This is an optimization exercise on Yosys and OpenROAD, whose aim is a short achievable clock period and few clock cycles, not a production implementation. The RTL was checked by simulation tests, not by an equivalence proof against the original design. Power is estimated from default activity; no workload was simulated.

==> design/flow/design.v <==
package chip8_isa_pkg;
  typedef enum logic [3:0] {
    JP,
    CALL,
    RET,
    SKIP,       
    LD,         
    ALU,        
    LD_I,
    ADD_I,
    STORE_BLK,  
    LOAD_BLK,   
    ILLEGAL
  } instr_class_e;
  typedef enum logic [3:0] {
    ALU_OR,
    ALU_AND,
    ALU_XOR,
    ALU_ADD,
    ALU_SUB,
    ALU_SUBN,
    ALU_SHR,
    ALU_SHL,
    ALU_PASS,
    ALU_EQ,
    ALU_NE
  } alu_op_e;
  typedef struct packed {
    instr_class_e             cls;
    alu_op_e                  alu_op;
    logic [3:0]               vx;
    logic [3:0]               vy;
    logic [7:0]               imm8;
    logic [12-1:0] addr12;
    logic                     use_imm;  
    logic                     sets_vf;
  } decoded_t;
endpackage
package chip8_bus_pkg;
  typedef struct packed {
    logic [12-1:0] addr;
    logic [7:0]               data;
  } mem_wr_t;
endpackage
`timescale 1ns/100ps
module chip8_core (
  input  logic                     clk_in,
  input  logic                     rst_i,
  input  logic [7:0]               rd_data_i,
  input  logic                     wr_ready_i,
  output logic [12-1:0] rd_addr_o,
  output logic [12-1:0] wr_addr_o,
  output logic [7:0]               wr_data_o,
  output logic                     wr_valid_o,
  output logic                     halted_o
);
  localparam logic [1:0] K_NONE = 2'd0;
  localparam logic [1:0] K_HI   = 2'd1;
  localparam logic [1:0] K_LO   = 2'd2;
  localparam logic [1:0] K_LD   = 2'd3;
  localparam logic [1:0] S_RUN  = 2'd0;
  localparam logic [1:0] S_W55  = 2'd1;  
  localparam logic [1:0] S_HALT = 2'd2;  
  logic [7:0]  v_q [16];
  logic [11:0] i_q;
  logic [11:0] stack_q [16];
  logic [3:0]  sp_q;
  logic [11:0] pc_q;         
  logic [11:0] ra_q;         
  logic [1:0]  rk_q;         
  logic [3:0]  rcnt_q;       
  logic [1:0]  dk_q;         
  logic [3:0]  dcnt_q;       
  logic [3:0]  ldx_q;        
  logic [7:0]  hi_q;         
  logic [1:0]  st_q;
  logic        halted_q;
  logic        e_valid_q;
  logic [15:0] e_op_q;
  logic [7:0]  sb_data_q [16];
  logic [11:0] sb_base_q;
  logic [3:0]  sb_x_q;
  logic [3:0]  sb_idx_q;
  logic [11:0] wa_q;
  logic [7:0]  wd_q;
  logic        wv_q;
  logic        fwd_q;
  logic [7:0]  fwd_data_q;
  assign rd_addr_o  = ra_q;
  assign wr_addr_o  = wa_q;
  assign wr_data_o  = wd_q;
  assign wr_valid_o = wv_q;
  assign halted_o   = halted_q;
  logic [7:0] byte_in;
  assign byte_in = fwd_q ? fwd_data_q : rd_data_i;
  logic [15:0] op;
  assign op = {hi_q, byte_in};
  logic [7:0] vx_d, vy_d;
  assign vx_d = v_q[hi_q[3:0]];
  assign vy_d = v_q[byte_in[7:4]];
  logic is_ret, is_jp, is_call, is_skip, skip_take, is_ld, is_st, is_ex, is_ill;
  always_comb begin
    is_ret    = 1'b0;
    is_jp     = 1'b0;
    is_call   = 1'b0;
    is_skip   = 1'b0;
    skip_take = 1'b0;
    is_ld     = 1'b0;
    is_st     = 1'b0;
    is_ex     = 1'b0;
    is_ill    = 1'b0;
    case (hi_q[7:4])
      4'h0: if (hi_q[3:0] == 4'h0 && byte_in == 8'hEE) is_ret = 1'b1;
            else is_ill = 1'b1;
      4'h1: is_jp = 1'b1;
      4'h2: is_call = 1'b1;
      4'h3: begin is_skip = 1'b1; skip_take = (vx_d == byte_in); end
      4'h4: begin is_skip = 1'b1; skip_take = (vx_d != byte_in); end
      4'h5: if (byte_in[3:0] == 4'h0) begin is_skip = 1'b1; skip_take = (vx_d == vy_d); end
            else is_ill = 1'b1;
      4'h9: if (byte_in[3:0] == 4'h0) begin is_skip = 1'b1; skip_take = (vx_d != vy_d); end
            else is_ill = 1'b1;
      4'h6, 4'h7, 4'hA: is_ex = 1'b1;
      4'h8: case (byte_in[3:0])
              4'h0, 4'h1, 4'h2, 4'h3, 4'h4, 4'h5, 4'h6, 4'h7, 4'hE: is_ex = 1'b1;
              default: is_ill = 1'b1;
            endcase
      4'hF: case (byte_in)
              8'h1E: is_ex = 1'b1;
              8'h55: is_st = 1'b1;
              8'h65: is_ld = 1'b1;
              default: is_ill = 1'b1;
            endcase
      default: is_ill = 1'b1;
    endcase
  end
  logic [11:0] ret_tgt;
  assign ret_tgt = stack_q[sp_q - 4'd1] + 12'd2;
  logic d_now;    
  assign d_now = (st_q == S_RUN) && (dk_q == K_LO);
  logic snap;     
  assign snap = !wv_q && (((st_q == S_RUN) && (dk_q == K_LO) && is_st) || (st_q == S_W55));
  logic [11:0] d_old, d_new;
  logic        hit_old, hit_new;
  assign d_old   = ra_q - sb_base_q;
  assign d_new   = ra_q - i_q;
  assign hit_old = wv_q && (d_old[11:4] == 8'd0) && (d_old[3:0] <= sb_x_q);
  assign hit_new = (d_new[11:4] == 8'd0) && (d_new[3:0] <= hi_q[3:0]);
  always_ff @(posedge clk_in) begin
    if (snap) begin
      fwd_q      <= hit_new;
      fwd_data_q <= v_q[d_new[3:0]];
    end else begin
      fwd_q      <= hit_old;
      fwd_data_q <= sb_data_q[d_old[3:0]];
    end
  end
  always_ff @(posedge clk_in) begin
    if (rst_i) begin
      ra_q     <= 12'h200;
      rk_q     <= K_HI;
      rcnt_q   <= 4'd0;
      dk_q     <= K_NONE;
      dcnt_q   <= 4'd0;
      pc_q     <= 12'h200;
      sp_q     <= 4'd0;
      st_q     <= S_RUN;
      halted_q <= 1'b0;
      e_valid_q <= 1'b0;
    end else begin
      e_valid_q <= 1'b0;
      dk_q      <= rk_q;
      dcnt_q    <= rcnt_q;
      ra_q <= ra_q + 12'd1;
      rk_q <= (rk_q == K_HI) ? K_LO : K_HI;
      if (rk_q == K_LD) begin
        if (rcnt_q == ldx_q) begin
          ra_q <= pc_q;
          rk_q <= K_HI;
        end else begin
          rk_q   <= K_LD;
          rcnt_q <= rcnt_q + 4'd1;
        end
      end
      case (st_q)
        S_RUN: begin
          if (dk_q == K_HI) begin
            hi_q <= byte_in;
            if (byte_in == 8'h00) begin
              ra_q <= ret_tgt;
              rk_q <= K_HI;
            end
          end else if (dk_q == K_LO) begin
            if (is_ex) begin
              e_valid_q <= 1'b1;
              e_op_q    <= op;
            end
            if (is_ill) begin
              st_q <= S_HALT;
            end else if (is_ret) begin
              pc_q <= ret_tgt;
              sp_q <= sp_q - 4'd1;
            end else if (is_jp || is_call) begin
              pc_q   <= op[11:0];
              ra_q   <= op[11:0];
              rk_q   <= K_HI;
              dk_q   <= K_NONE;
              if (is_call) sp_q <= sp_q + 4'd1;
            end else if (is_skip && skip_take) begin
              pc_q <= pc_q + 12'd4;
              ra_q <= pc_q + 12'd4;
              rk_q <= K_HI;
              dk_q <= K_NONE;
            end else if (is_ld) begin
              pc_q   <= pc_q + 12'd2;
              ra_q   <= i_q;
              rk_q   <= K_LD;
              rcnt_q <= 4'd0;
              ldx_q  <= hi_q[3:0];
              dk_q   <= K_NONE;
            end else if (is_st && wv_q) begin
              pc_q <= pc_q + 12'd2;
              st_q <= S_W55;
              ra_q <= ra_q;
              rk_q <= K_HI;
            end else begin
              pc_q <= pc_q + 12'd2;
            end
          end
        end
        S_W55: begin
          if (!wv_q) begin
            st_q <= S_RUN;
          end else begin
            ra_q <= ra_q;
            rk_q <= K_HI;
            dk_q <= K_NONE;
          end
        end
        default: begin
          if (!wv_q) halted_q <= 1'b1;
        end
      endcase
    end
  end
  always_ff @(posedge clk_in) begin
    if (d_now && is_call) stack_q[sp_q] <= pc_q;
  end
  logic [3:0] e_x, e_y;
  logic [7:0] e_kk, e_vx, e_vy;
  assign e_x  = e_op_q[11:8];
  assign e_y  = e_op_q[7:4];
  assign e_kk = e_op_q[7:0];
  assign e_vx = v_q[e_x];
  assign e_vy = v_q[e_y];
  logic       e_wx, e_wf, e_wi;
  logic [7:0] e_res;
  logic       e_flag;
  logic [11:0] e_i;
  always_comb begin
    e_wx   = 1'b0;
    e_wf   = 1'b0;
    e_wi   = 1'b0;
    e_res  = e_vy;
    e_flag = 1'b0;
    e_i    = e_op_q[11:0];
    case (e_op_q[15:12])
      4'h6: begin e_wx = 1'b1; e_res = e_kk; end
      4'h7: begin e_wx = 1'b1; e_res = e_vx + e_kk; end
      4'h8: begin
        e_wx = 1'b1;
        e_wf = (e_op_q[3:0] != 4'h0);
        case (e_op_q[3:0])
          4'h1: e_res = e_vx | e_vy;
          4'h2: e_res = e_vx & e_vy;
          4'h3: e_res = e_vx ^ e_vy;
          4'h4: {e_flag, e_res} = {1'b0, e_vx} + {1'b0, e_vy};
          4'h5: begin e_res = e_vx - e_vy; e_flag = (e_vx >= e_vy); end
          4'h6: begin e_res = {1'b0, e_vx[7:1]}; e_flag = e_vx[0]; end
          4'h7: begin e_res = e_vy - e_vx; e_flag = (e_vy >= e_vx); end
          4'hE: begin e_res = {e_vx[6:0], 1'b0}; e_flag = e_vx[7]; end
          default: ;
        endcase
      end
      4'hA: e_wi = 1'b1;
      4'hF: begin e_wi = 1'b1; e_i = i_q + {4'd0, e_vx}; end
      default: ;
    endcase
  end
  always_ff @(posedge clk_in) begin
    if (rst_i) begin
      for (int k = 0; k < 16; k++) v_q[k] <= 8'h00;
      i_q <= 12'h000;
    end else begin
      if (e_valid_q && e_wx) v_q[e_x] <= e_res;
      if (e_valid_q && e_wf) v_q[15] <= {7'd0, e_flag};
      if (dk_q == K_LD) v_q[dcnt_q] <= byte_in;
      if (e_valid_q && e_wi) i_q <= e_i;
    end
  end
  always_ff @(posedge clk_in) begin
    if (rst_i) begin
      wv_q <= 1'b0;
    end else if (!wv_q) begin
      if (snap) wv_q <= 1'b1;
    end else if (wr_ready_i) begin
      if (sb_idx_q == sb_x_q) wv_q <= 1'b0;
    end
  end
  always_ff @(posedge clk_in) begin
    if (!wv_q) begin
      for (int k = 0; k < 16; k++) sb_data_q[k] <= v_q[k];
      sb_base_q <= i_q;
      sb_x_q    <= hi_q[3:0];
      sb_idx_q  <= 4'd0;
      wa_q      <= i_q;
      wd_q      <= v_q[0];
    end else if (wr_ready_i) begin
      sb_idx_q <= sb_idx_q + 4'd1;
      wa_q     <= wa_q + 12'd1;
      wd_q     <= sb_data_q[sb_idx_q + 4'd1];
    end
  end
endmodule
==> design/flow/run.sh <==
#!/bin/bash
# synth_recipe.tcl (not shown) runs the flow's synth.tcl, then flattens the netlist and writes it again
# the make line also repeats each setting of config.mk as NAME=value (left out here)
make -C /OpenROAD-flow-scripts/flow DESIGN_CONFIG=/design/flow/config.mk WORK_HOME=/design/flow/orfs CLKGATE_MAP_FILE= SYNTH_SCRIPT=/design/flow/synth_recipe.tcl finish
==> design/flow/config.mk <==
export PLATFORM = sky130hd
export DESIGN_NAME = chip8_core
export DESIGN_NICKNAME = chip8_core
export VERILOG_FILES = /design/flow/design.v
export SDC_FILE = /design/flow/constraint.sdc
export NUM_CORES = 4
export LEC_CHECK = 0
export CAP_MARGIN = 20
export CORE_MARGIN = 2
export CORE_UTILIZATION = 40
export SLEW_MARGIN = 20
==> design/flow/constraint.sdc <==
create_clock -name core_clock -period 8.0 [get_ports {clk_in}]
set_input_delay 1.6000 -clock core_clock [delete_from_list [all_inputs] [get_ports {clk_in}]]
set_output_delay 1.6000 -clock core_clock [all_outputs]
set_load 0.01 [all_outputs]
==> results of run 1 <==
-- layout by cell type (no fill, tap or decap), types with 15 or more instances in the layout --
cell,netlist,layout
nand2_1,245,245
nand2b_1,36,36
a211oi_1,20,20
edfxtp_1,512,512
a22o_1,31,31
buf_4,7,86
a21oi_1,162,162
dfxtp_1,82,74
clkbuf_16,0,69
inv_1,126,125
mux2i_1,61,57
a221oi_1,72,72
mux4_2,225,225
nor3_1,44,36
xnor2_1,61,59
clkbuf_1,148,17
o22ai_1,177,177
or3_1,15,15
o221ai_1,31,31
nand4_1,37,37
o21bai_1,21,21
a22oi_1,65,65
nand3_1,58,58
o211ai_1,28,28
nor2_1,197,197
xor2_1,42,42
nor2b_1,37,37
and2_1,16,16
clkdlybuf4s50_1,0,41
o21ai_0,125,125
ha_1,93,92
-- cells by family after synthesis --
group | count (synthesis) | share of synthesized area
xor gates and xnor gates | 103 | 0.0249
AOI/OAI and AO/OA | 892 | 0.167
adders and majority gates | 100 | 0.0359
DFF | 594 | 0.469
and+or+nand+nor | 761 | 0.100
muxes | 302 | 0.162
buffers and inverters | 358 | 0.0412
-- worst max-delay path by stage --
| stage | to | slack (ns) | cells past startpoint |
|---|---|---|---|
| 2_1_floorplan | v_q[0][7] | 2.58 | 19 |
| 3_3_place_gp | rk_q[0] | 1.77 | 12 |
| 3_5_place_dp | rk_q[0] | 1.77 | 12 |
| 4_1_cts | v_q[13][7] | 2.36 | 17 |
| 5_1_grt | v_q[13][7] | 2.06 | 17 |
| 6_report | v_q[13][7] | 2.27 | 17 |
-- final cells by class --
type / count / area share
sequential: 594 / 0.422
timing repair buffer: 132 / 0.0272
antenna: 2 / 0.000124
multi-input combinational: 2158 / 0.444
tap: 1176 / 0.0365
clock buffer: 93 / 0.0468
clock inverter: 34 / 0.0104
inverter: 130 / 0.0122
-- state kept, by name (all words and copies together) (netlist names), 2 cells and up, named ones only --
name	cells
pc_q	12
dcnt_q	4
rk_q	2
fwd_data_q	8
dk_q	2
ldx_q	4
wa_q	12
sb_x_q	4
ra_q	12
wd_q	8
rcnt_q	4
sp_q	4
i_q	12
sb_data_q	128
sb_base_q	12
v_q	128
e_op_q	16
sb_idx_q	4
st_q	2
hi_q	8
stack_q	192
-- per-layer routing --
| metal | vias to the layer above | wire length, um |
|---|---|---|
| li1 | 12300 | - |
| met1 | 14300 | 51500 |
| met2 | 2071 | 56800 |
| met3 | 375 | 14600 |
| met4 | 4 | 6540 |
| met5 | - | 27 |
-- power by group through the flow --
stage          logic, mW  registers [mW]  clock network (mW)
4_1_cts             1.71            3.72                3.25
6_report            1.75            3.74                3.20
3_3_place_gp        1.71            3.78                   0
3_5_place_dp        1.70            3.78                   0
5_1_grt             1.86            3.74                3.37
2_1_floorplan       1.24            3.63                   0
-- through the flow --
stage           util  instance area [um2]  worst slack, ns
2_1_floorplan      -                36300             2.58
3_3_place_gp   0.422                38000             1.77
3_5_place_dp   0.422                38000             1.77
4_1_cts        0.448                40300             2.36
5_1_grt        0.448                40300             2.06
6_report       0.448                40300             2.27
-- worst reg2reg max path, stage by stage, from the launching register on --
cell	delay, ns
dfxtp_2	0.79
buf_4	0.40
mux4_2	0.53
mux4_2	0.65
inv_1	0.18
ha_1	0.31
a21o_1	0.18
a21oi_1	0.28
o21bai_1	0.12
a21oi_1	0.32
o21bai_1	0.12
a21oi_1	0.22
xnor2_1	0.09
a221oi_1	0.35
o22ai_1	0.22
a21oi_1	0.18
buf_4	0.33
o22ai_1	0.17
==> run notes, run 1 <==
outcome finished clean; slowest cell on the critical path dfxtp_2; DP HPWL 93700 um; # Post-CTS Setup Buffers 0; asr flop ratio synth 0; Leakage 13.8 nW; CTS clock-pin slew for the worst setup and hold paths 0.06 ns; clock share of power 0.369; Top Usage Layer GRT met2; Worst Hold Depth 2; syn nets 3221; Flop pwr share 0.430; Fin. Hold Viols 0; FF/Latch Area 17000 um2; Synth top cells by count edfxtp_1, nand2_1, mux4_2; largest area contributor in the netlist edfxtp_1; Syn-to-layout area delta 11.1%; total grt overflow 0; Layout Skew 0.0379 ns; yosys warns 2; Post-route DRC 0; Layout Cells excl Fill 4319; largest net degree at the start of global routing 75; Initial Util 0.403; setup slack, reg-to-reg 2.27 ns; initial drt markers 4349; Max FO, Critical Path 21; most common cell in the netlist edfxtp_1; flops & latches, synth 594; Min Hold Slack 0.482 ns; Global Route met2 Usage 0.409; Die Span Y 305 um; Post-synth EDFFs 512; Critical Path RT 8.33 ns; Core Area 90000 um2; Top Ports 45; origin of the worst min-delay path rk_q[1]; Arrival @ worst endpoint 6.05 ns; post-synthesis sequential area ratio 0.469; main flop type after synthesis edfxtp_1; family with the most delay on the worst path compound AO/OA/AOI/OAI gates; Hold Buf Count CTS 0; Via Count 29000; buffer and inverter count on the worst path 3; Cell Chain, Critical Path buf_4 > mux4_2 > mux4_2 > inv_1 > ha_1 > a21o_1 > a21oi_1 > o21bai_1 > a21oi_1 > o21bai_1 > a21oi_1 > xnor2_1 > a221oi_1 > o22ai_1 > a21oi_1 > buf_4 > o22ai_1; total power density per cell area 216 nW/um2; f_max 0.175 GHz; Post-Syn Instances 3110; worst hold endpoint dk_q[1]; gr usage total 0.272; router iterations before antenna repair 9; number of global-route vias before repair 27200; pin slew with the least headroom to its limit 1.13 ns; Synth area leaders edfxtp_1, mux4_2, dfxtp_1, ha_1, o22ai_1; Final Cycle Share 0.716; Max-Slew Margin vs Limit 0.243; post-route ant nets 0; Switching Fraction 0.308; global-route wire length before repair 189000 um; RSZ-0062 raised after global routing false; Avg Vias per Cell 6.72; CP Launch Type register; dpl cells 4188; later-pin clock latency in the skew report 0.65 ns; GR Util met1 0.378; TritonCTS clock tree built; post-route setup TNS 0 ns; Logic pwr share 0.201; FP Rows 110; max_cap viols 0; Psw 2.68 mW; Worst VDD drop 161 uV; met3 usage 0.0550; routed len/inst 30.0 um; maximum clock path buffer count 3; post-synthesis cell area 36300 um2; Fill cells 8254; Worst R2R Path Depth 17; share of cells above drive strength 1 0.157; Final min period 5.73 ns; post-synth top area share 0.424; die area 93200 um2; Worst path max stage delay 0.79 ns; number of max-slew violations in the final report 0; initial antenna violation count 2; CTS buffer count 69; CTS Root Cell clkbuf_16; final WL 130000 um; IO buf count 44; Netlist cell types 101; Critical Path End Type register; kind of critical path register to register; post-route total power 8.69 mW; syn_area_per_cell 11.7 um2; Most Frequent Cell on Critical Path a21oi_1; post_cts resized 0; Hold Path Class register to register; final setup violating endpoints 0; RePlAce Congestion 1.01; cell internal pwr 6.01 mW; H-tree levels 3; Net count, final 3196; footprint of the multi-input gates 17900 um2; clock sink count 594; Die W 305 um; reg2reg end v_q[13][7]
Testbench counts, summed over its fixed seeds: cycles 752,600.
==> run 2: changes to the inputs <==
--- a/design/flow/config.mk
+++ b/design/flow/config.mk
@@ -6,6 +6,8 @@
 export NUM_CORES = 4
 export LEC_CHECK = 0
+export ABC_CLOCK_PERIOD_IN_PS = 3500
 export CAP_MARGIN = 20
 export CORE_MARGIN = 2
 export CORE_UTILIZATION = 40
+export SETUP_SLACK_MARGIN = 4.0
 export SLEW_MARGIN = 20
==> run notes, run 2 <==
pin slew with the least headroom to its limit 1.19 ns; Via Count 31000; Logic pwr share 0.228; Max-Slew Margin vs Limit 0.206; CTS Root Cell clkbuf_16; Post-route DRC 0; setup slack, reg-to-reg 3.52 ns; FP Rows 110; cell internal pwr 6.25 mW; post-route total power 9.09 mW; post-route ant nets 0; Worst Setup EP v_q[5][6]; Net count, final 3479; largest register by flop count stack_q; H-tree levels 3; Psw 2.84 mW; clock share of power 0.363; clock sink count 594; Critical Path RT 8.34 ns; Post-synth EDFFs 512; largest area contributor in the netlist edfxtp_1; Core Area 90000 um2; Die W 305 um; syn nets 3221; Max FO, Critical Path 8; Hold Path Class register to register; origin of the worst min-delay path rcnt_q[3]; yosys warns 2; placed cell areas 38200 um2; footprint of the multi-input gates 19100 um2; post-synth top area share 0.424; number of global-route vias before repair 29300; largest net degree at the start of global routing 150; IO buf count 44; share of cells above drive strength 1 0.281; FF/Latch Area 17100 um2; routed len/inst 31.0 um; dpl cells 4181; global-route wire length before repair 206000 um; RePlAce Congestion 1.03; total grt overflow 0; Synth area leaders edfxtp_1, mux4_2, dfxtp_1, ha_1, o22ai_1; Synth top cells by count edfxtp_1, nand2_1, mux4_2; reg2reg end v_q[5][6]; Top Ports 45; CTS clock-pin slew for the worst setup and hold paths 0.06 ns; Arrival @ worst endpoint 4.82 ns; Worst VDD drop 140 uV; Die Span Y 305 um; crit path from v_q[4][0]; Flop pwr share 0.409; Layout Cells excl Fill 4603; flops & latches, synth 594; Critical Path End Type register; kind of critical path register to register; f_max 0.223 GHz; RSZ-0062 raised after global routing true; post-synthesis cell area 36300 um2; post-synthesis sequential area ratio 0.469; CP Launch Type register; Netlist cell types 101; Final min period 4.48 ns; cell area after layout 44400 um2; number of flip-flops in the largest register 192; Top Registers stack_q: 192 flops, sb_data_q: 128 flops, v_q: 128 flops; Met3 Routed Length 19700 um; Layout Skew 0.0383 ns; main flop type after synthesis edfxtp_1; Hold Buf Count CTS 0; asr flop ratio synth 0; Fill cells 7918; Switching Fraction 0.312; number of max-slew violations in the final report 0; post-route setup TNS 0 ns; initial drt markers 4728; TritonCTS clock tree built; Min Hold Slack 0.520 ns; WL met2 60600 um; Initial Util 0.403; Avg Vias per Cell 6.73; CTS buffer count 69; R2R Path Start v_q[4][0]; Leakage 15.8 nW; Post-Syn Instances 3110; Final Cycle Share 0.560; final setup violating endpoints 0; most common cell in the netlist edfxtp_1; Worst R2R Path Depth 17; gr usage total 0.299; initial antenna violation count 3; maximum clock path buffer count 3; total power density per cell area 205 nW/um2; later-pin clock latency in the skew report 0.65 ns; router iterations before antenna repair 8; die area 93200 um2; wl on met1 53900 um; syn_area_per_cell 11.7 um2; Fin. Hold Viols 0; Syn-to-layout area delta 22.4%; final WL 143000 um; max_cap viols 0; outcome finished clean; max layer used met5; DP HPWL 94800 um; most frequent cells in the layout edfxtp_1, buf_4, nand2_1; most common cell after layout, fill and taps aside edfxtp_1
[run 2: worst min path at each step]
stage,end,slack (ns),cells after the start
4_1_cts,dk_q[1],0.48,2
3_5_place_dp,dk_q[1],0.47,2
5_1_grt,dk_q[1],0.54,2
6_report,dcnt_q[3],0.52,1
2_1_floorplan,sb_base_q[8],0.41,0
3_3_place_gp,dk_q[1],0.47,2
[run 2: area by class of cell]
type                            count  area share
Multi-Input combinational cell   2163       0.431
Sequential cell                   594       0.384
Timing Repair Buffer              410      0.0869
Clock buffer                       81      0.0408
Tap cell                         1176      0.0331
Clock inverter                     47      0.0132
Inverter                          130      0.0115
Antenna cell                        2    0.000113
[run 2: what timing repair did]
action | 4_1_cts | 5_1_grt
gates resized for setup | 178 | 132
buffers inserted | 237 | 42
cloned | 11 | 0
endpoints found under the hold margin | 0 | 0
pin swaps | 43 | 57
setup endpoints to repair | 209 | 175
[run 2: cell families (layout without fill, tap and decap cells)]
logic type                 after synthesis  count (layout)  synth area share
muxes                                  302             303             0.162
DFF                                    594             594             0.469
adders and majority gates              100             100            0.0359
xor gates and xnor gates               103             103            0.0249
and+or+nand+nor                        761             765             0.100
other                                    0               2                 0
buffers and inverters                  358             668            0.0412
AOI/OAI and AO/OA                      892             892             0.167
[run 2: worst max-delay path, cell delays in order (launching register included)]
cell	delay, ns
edfxtp_1	0.60
mux4_2	0.55
mux4_2	0.64
inv_2	0.14
ha_4	0.14
inv_2	0.04
fa_2	0.38
a21oi_2	0.17
o21bai_2	0.11
a21o_1	0.18
a21oi_2	0.23
o22ai_2	0.13
o21ai_2	0.15
o21ai_2	0.11
a31oi_4	0.26
buf_12	0.16
buf_12	0.15
o22ai_1	0.07
[run 2: per-stage QoR]
stage / utilization / setup slack (ns)
after floorplan: - / 3.44
after CTS: 0.484 / 3.65
after global routing: 0.494 / 3.45
after detailed placement: 0.424 / 1.87
final: 0.494 / 3.52
after global placement: 0.424 / 1.83
[run 2: power groups by stage]
| stage | logic [mW] | clock network [mW] | registers [mW] |
|---|---|---|---|
| final | 2.07 | 3.30 | 3.72 |
| after CTS | 1.91 | 3.33 | 3.70 |
| after detailed placement | 1.70 | 0 | 3.79 |
| after global routing | 2.17 | 3.46 | 3.72 |
| after global placement | 1.70 | 0 | 3.79 |
| after floorplan | 1.27 | 0 | 3.63 |
[run 2: routing by layer]
metal	track usage	up-vias
met3	0.0963	467
met5	0	-
li1	-	12900
met1	0.402	15200
met4	0.142	8
met2	0.438	2446
==> run 3: changes to the inputs <==
--- a/design/flow/design.v
+++ b/design/flow/design.v
@@ -77,5 +77,4 @@
   logic        halted_q;
   logic        e_valid_q;
-  logic [15:0] e_op_q;
   logic [7:0]  sb_data_q [16];
   logic [11:0] sb_base_q;
@@ -192,8 +191,5 @@
             end
           end else if (dk_q == K_LO) begin
-            if (is_ex) begin
-              e_valid_q <= 1'b1;
-              e_op_q    <= op;
-            end
+            if (is_ex) e_valid_q <= 1'b1;
             if (is_ill) begin
               st_q <= S_HALT;
@@ -247,44 +243,63 @@
     if (d_now && is_call) stack_q[sp_q] <= pc_q;
   end
-  logic [3:0] e_x, e_y;
-  logic [7:0] e_kk, e_vx, e_vy;
-  assign e_x  = e_op_q[11:8];
-  assign e_y  = e_op_q[7:4];
-  assign e_kk = e_op_q[7:0];
-  assign e_vx = v_q[e_x];
-  assign e_vy = v_q[e_y];
-  logic       e_wx, e_wf, e_wi;
-  logic [7:0] e_res;
-  logic       e_flag;
-  logic [11:0] e_i;
+  logic [3:0] dx_fn;
+  logic       dx_wx, dx_wf, dx_wi, dx_ia;
+  logic [7:0] dx_b;
   always_comb begin
-    e_wx   = 1'b0;
-    e_wf   = 1'b0;
-    e_wi   = 1'b0;
-    e_res  = e_vy;
-    e_flag = 1'b0;
-    e_i    = e_op_q[11:0];
-    case (e_op_q[15:12])
-      4'h6: begin e_wx = 1'b1; e_res = e_kk; end
-      4'h7: begin e_wx = 1'b1; e_res = e_vx + e_kk; end
+    dx_fn = 4'h0;
+    dx_wx = 1'b0;
+    dx_wf = 1'b0;
+    dx_wi = 1'b0;
+    dx_ia = 1'b0;
+    dx_b  = byte_in;
+    case (hi_q[7:4])
+      4'h6: dx_wx = 1'b1;
+      4'h7: begin dx_wx = 1'b1; dx_fn = 4'h4; end
       4'h8: begin
-        e_wx = 1'b1;
-        e_wf = (e_op_q[3:0] != 4'h0);
-        case (e_op_q[3:0])
-          4'h1: e_res = e_vx | e_vy;
-          4'h2: e_res = e_vx & e_vy;
-          4'h3: e_res = e_vx ^ e_vy;
-          4'h4: {e_flag, e_res} = {1'b0, e_vx} + {1'b0, e_vy};
-          4'h5: begin e_res = e_vx - e_vy; e_flag = (e_vx >= e_vy); end
-          4'h6: begin e_res = {1'b0, e_vx[7:1]}; e_flag = e_vx[0]; end
-          4'h7: begin e_res = e_vy - e_vx; e_flag = (e_vy >= e_vx); end
-          4'hE: begin e_res = {e_vx[6:0], 1'b0}; e_flag = e_vx[7]; end
-          default: ;
-        endcase
+        dx_wx = 1'b1;
+        dx_wf = (byte_in[3:0] != 4'h0);
+        dx_fn = byte_in[3:0];
+        dx_b  = vy_d;
       end
-      4'hA: e_wi = 1'b1;
-      4'hF: begin e_wi = 1'b1; e_i = i_q + {4'd0, e_vx}; end
+      4'hA: begin dx_wi = 1'b1; dx_ia = 1'b1; end
+      4'hF: dx_wi = 1'b1;
+      default: ;
+    endcase
+  end
+  logic [3:0]  e_x_q, e_fn_q;
+  logic        e_wx_q, e_wf_q, e_wi_q, e_ia_q;
+  logic [7:0]  e_a_q, e_b_q;
+  logic [11:0] e_nnn_q;
+  always_ff @(posedge clk_in) begin
+    if (d_now && is_ex) begin
+      e_x_q   <= hi_q[3:0];
+      e_fn_q  <= dx_fn;
+      e_wx_q  <= dx_wx;
+      e_wf_q  <= dx_wf;
+      e_wi_q  <= dx_wi;
+      e_ia_q  <= dx_ia;
+      e_a_q   <= vx_d;
+      e_b_q   <= dx_b;
+      e_nnn_q <= op[11:0];
+    end
+  end
+  logic [7:0]  e_res;
+  logic        e_flag;
+  logic [11:0] e_i;
+  always_comb begin
+    e_res  = e_b_q;
+    e_flag = 1'b0;
+    case (e_fn_q)
+      4'h1: e_res = e_a_q | e_b_q;
+      4'h2: e_res = e_a_q & e_b_q;
+      4'h3: e_res = e_a_q ^ e_b_q;
+      4'h4: {e_flag, e_res} = {1'b0, e_a_q} + {1'b0, e_b_q};
+      4'h5: begin e_res = e_a_q - e_b_q; e_flag = (e_a_q >= e_b_q); end
+      4'h6: begin e_res = {1'b0, e_a_q[7:1]}; e_flag = e_a_q[0]; end
+      4'h7: begin e_res = e_b_q - e_a_q; e_flag = (e_b_q >= e_a_q); end
+      4'hE: begin e_res = {e_a_q[6:0], 1'b0}; e_flag = e_a_q[7]; end
       default: ;
     endcase
+    e_i = e_ia_q ? e_nnn_q : i_q + {4'd0, e_a_q};
   end
   always_ff @(posedge clk_in) begin
@@ -293,8 +308,8 @@
       i_q <= 12'h000;
     end else begin
-      if (e_valid_q && e_wx) v_q[e_x] <= e_res;
-      if (e_valid_q && e_wf) v_q[15] <= {7'd0, e_flag};
+      if (e_valid_q && e_wx_q) v_q[e_x_q] <= e_res;
+      if (e_valid_q && e_wf_q) v_q[15] <= {7'd0, e_flag};
       if (dk_q == K_LD) v_q[dcnt_q] <= byte_in;
-      if (e_valid_q && e_wi) i_q <= e_i;
+      if (e_valid_q && e_wi_q) i_q <= e_i;
     end
   end
--- a/design/flow/config.mk
+++ b/design/flow/config.mk
@@ -6,8 +6,8 @@
 export NUM_CORES = 4
 export LEC_CHECK = 0
-export ABC_CLOCK_PERIOD_IN_PS = 3500
+export ABC_CLOCK_PERIOD_IN_PS = 3000
 export CAP_MARGIN = 20
 export CORE_MARGIN = 2
-export CORE_UTILIZATION = 40
-export SETUP_SLACK_MARGIN = 4.0
+export CORE_UTILIZATION = 50
+export SETUP_SLACK_MARGIN = 4.5
 export SLEW_MARGIN = 20
==> run notes, run 3 <==
largest register by flop count stack_q; Die W 261 um; share of cells above drive strength 1 0.215; flops & latches, synth 606; syn_area_per_cell 11.8 um2; setup slack, reg-to-reg 3.89 ns; syn nets 2901; Post-Syn Instances 2798; post-route total power 8.21 mW; final setup violating endpoints 0; RePlAce Congestion 0.976; final WL 127000 um; Min Hold Slack 0.521 ns; CTS buffer count 68; routed len/inst 33.2 um; Most Frequent Cell on Critical Path buf_12; Core Area 65500 um2; number of max-slew violations in the final report 0; CTS clock-pin slew for the worst setup and hold paths 0.06 ns; post-synth top area share 0.484; Worst path max stage delay 0.47 ns; Logic pwr share 0.146; post-route setup TNS 0 ns; most common cell in the netlist edfxtp_1; Hold Path Class register to register; kind of critical path input port to register; Top Registers stack_q: 192 flops, sb_data_q: 128 flops, v_q: 128 flops; Top Ports 45; most common cell after layout, fill and taps aside edfxtp_1; cell area after layout 39000 um2; Netlist cell types 87; Flop pwr share 0.453; main flop type after synthesis edfxtp_1; largest net degree at the start of global routing 83; dpl cells 3588; yosys warns 2; global-route wire length before repair 176000 um; initial antenna violation count 5; Synth top cells by count edfxtp_1, nand2_1, nor2_1; final worst setup slack 3.74 ns; clock sink count 606; Worst VDD drop 194 uV; Max FO, Critical Path 6; clock share of power 0.400; Psw 2.28 mW; Layout Skew 0.0494 ns; number of flip-flops in the largest register 192; largest area contributor in the netlist edfxtp_1; Fin. Hold Viols 0; maximum clock path buffer count 3; asr flop ratio synth 0; Leakage 13.6 nW; post-synthesis sequential area ratio 0.529; Post-synth EDFFs 532; Final min period 4.26 ns; post-route ant nets 0; H-tree levels 3; Layout Cells excl Fill 3825; gr usage total 0.362; slowest cell on the critical path o31a_4; Initial Util 0.504; Syn-to-layout area delta 18.2%; TritonCTS clock tree built; Switching Fraction 0.277; cell internal pwr 5.94 mW; Arrival @ worst endpoint 4.80 ns; placed cell areas 34500 um2; Avg Vias per Cell 7.02; CP Launch Type input port; Cell Chain, Critical Path buf_12 > buf_12 > or3_4 > a21boi_4 > buf_12 > o22ai_1 > o32ai_2 > a31oi_4 > xor2_2 > nand4_4 > o31a_4 > nand2_8 > mux2_4 > a21o_1 > a31o_1; Net count, final 3008; initial drt markers 4405; Synth area leaders edfxtp_1, mux4_2, dfxtp_1, ha_1, o22ai_1; DP HPWL 87800 um; Critical Path End Type register; later-pin clock latency in the skew report 0.64 ns; die area 68100 um2; RSZ-0062 raised after global routing true; f_max 0.235 GHz; most frequent cells in the layout edfxtp_1, nand2_1, nor2_1; max_cap viols 0; buffer and inverter count on the worst path 3; Max-Slew Margin vs Limit 0.247; Final Util 0.595; Final Cycle Share 0.533; Via Count 26900; total grt overflow 0; Hold Buf Count CTS 0; post-synthesis cell area 33000 um2; Post-route DRC 0; total power density per cell area 211 nW/um2; Die Span Y 261 um; family with the most delay on the worst path compound AO/OA/AOI/OAI gates; CTS Root Cell clkbuf_16; outcome finished clean; Critical Path RT 8.54 ns; IO buf count 44; number of global-route vias before repair 24700; pin slew with the least headroom to its limit 1.11 ns; pre-CTS setup slack 1.79 ns; router iterations before antenna repair 6; FP Rows 94
run 3: worst min-delay path, delay by kind of cell, from the launching register on:
kind             cells  cell delay [ns]
flip-flops           1             0.36
AND/OR/NAND/NOR      2             0.12
run 3: area by class of cell:
| cell class | count | area [um2] |
|---|---|---|
| multi-input combinational | 1913 | 15600 |
| clock inverter | 42 | 578 |
| tap | 864 | 1080 |
| inverter | 105 | 422 |
| clock buffer | 82 | 1750 |
| fill | 5177 | 26500 |
| antenna | 2 | 5.00 |
| timing repair buffer | 211 | 2080 |
| sequential | 606 | 17500 |
run 3: cells by family (layout without fill, tap and decap cells):
group                    count (synthesis)  in the layout  synth area share
AO/OA/AOI/OAI                          772            773             0.158
AND/OR/NAND/NOR                        754            758             0.105
flip-flops                             606            606             0.529
buffers and inverters                  286            440            0.0345
multiplexers                           183            185             0.109
XOR/XNOR                               105            105            0.0281
adder cells (fa/ha/maj)                 92             92            0.0362
other                                    0              2                 0
run 3: routing by layer:
layer,share of wire,track usage,vias up
met5,0.000071,0,-
li1,-,-,11200
met4,0.035,0.117,2
met3,0.15,0.0989,337
met1,0.41,0.545,13300
met2,0.41,0.508,2040
run 3: path summary, 6_finish.rpt:
check / depth (start not counted) / start / to
min reg2reg: 2 / rk_q[1] / dk_q[1]
min: 2 / rk_q[1] / dk_q[1]
max: 15 / rd_data_i[4] / pc_q[7]
max reg2reg: 14 / fwd_q / pc_q[7]
run 3: power by group through the flow:
| stage | sequential (mW) | combinational [mW] | clock (mW) |
|---|---|---|---|
| finish | 3.72 | 1.20 | 3.29 |
| global route | 3.72 | 1.26 | 3.42 |
| CTS | 3.70 | 1.11 | 3.31 |
| detailed placement | 3.76 | 1.03 | 0 |
| global placement | 3.76 | 1.02 | 0 |
| floorplan | 3.66 | 0.729 | 0 |
run 3: repair_timing:
item                       in CTS  in global routing
setup endpoints to repair     323                295
setup buffers                  54                 46
pin swaps                      23                 45
cloned                          6                  5
gates resized for setup       169                118
Testbench counts of run 3, summed over its fixed seeds: cycles 752,600.

==> port drivers added, routing unchanged <==
How much do the figures lean on ideal ports? The routed layouts below were timed once more, with nothing changed but the port constraints. Step 1 assumes that a clkbuf_16 drives the clock port and a buf_2 every other input. Step 2 moves the port delays by t, midway between the first and last clock arrival at a register: inputs arrive t later, outputs are due t later. That takes back most of the time a late clock gives input paths. a / b / c = ideal ports / drivers / drivers and shift; a / b = the first two.
run | t, ns | slack for setup (ns) | worst slew at a driven data input, ns
run 1 | 0.701 | 2.274 / 2.274 / 1.637 | 0.04
run 2 | 0.690 | 3.519 / 3.519 / 3.004 | 0.21
run 3 | 0.680 | 3.738 / 3.744 / 3.064 | 0.09
After both steps every run listed still meets setup and hold. The setup slack of run 3, which loses most, moves by +0.006 ns with the drivers and by -0.674 ns with both steps.
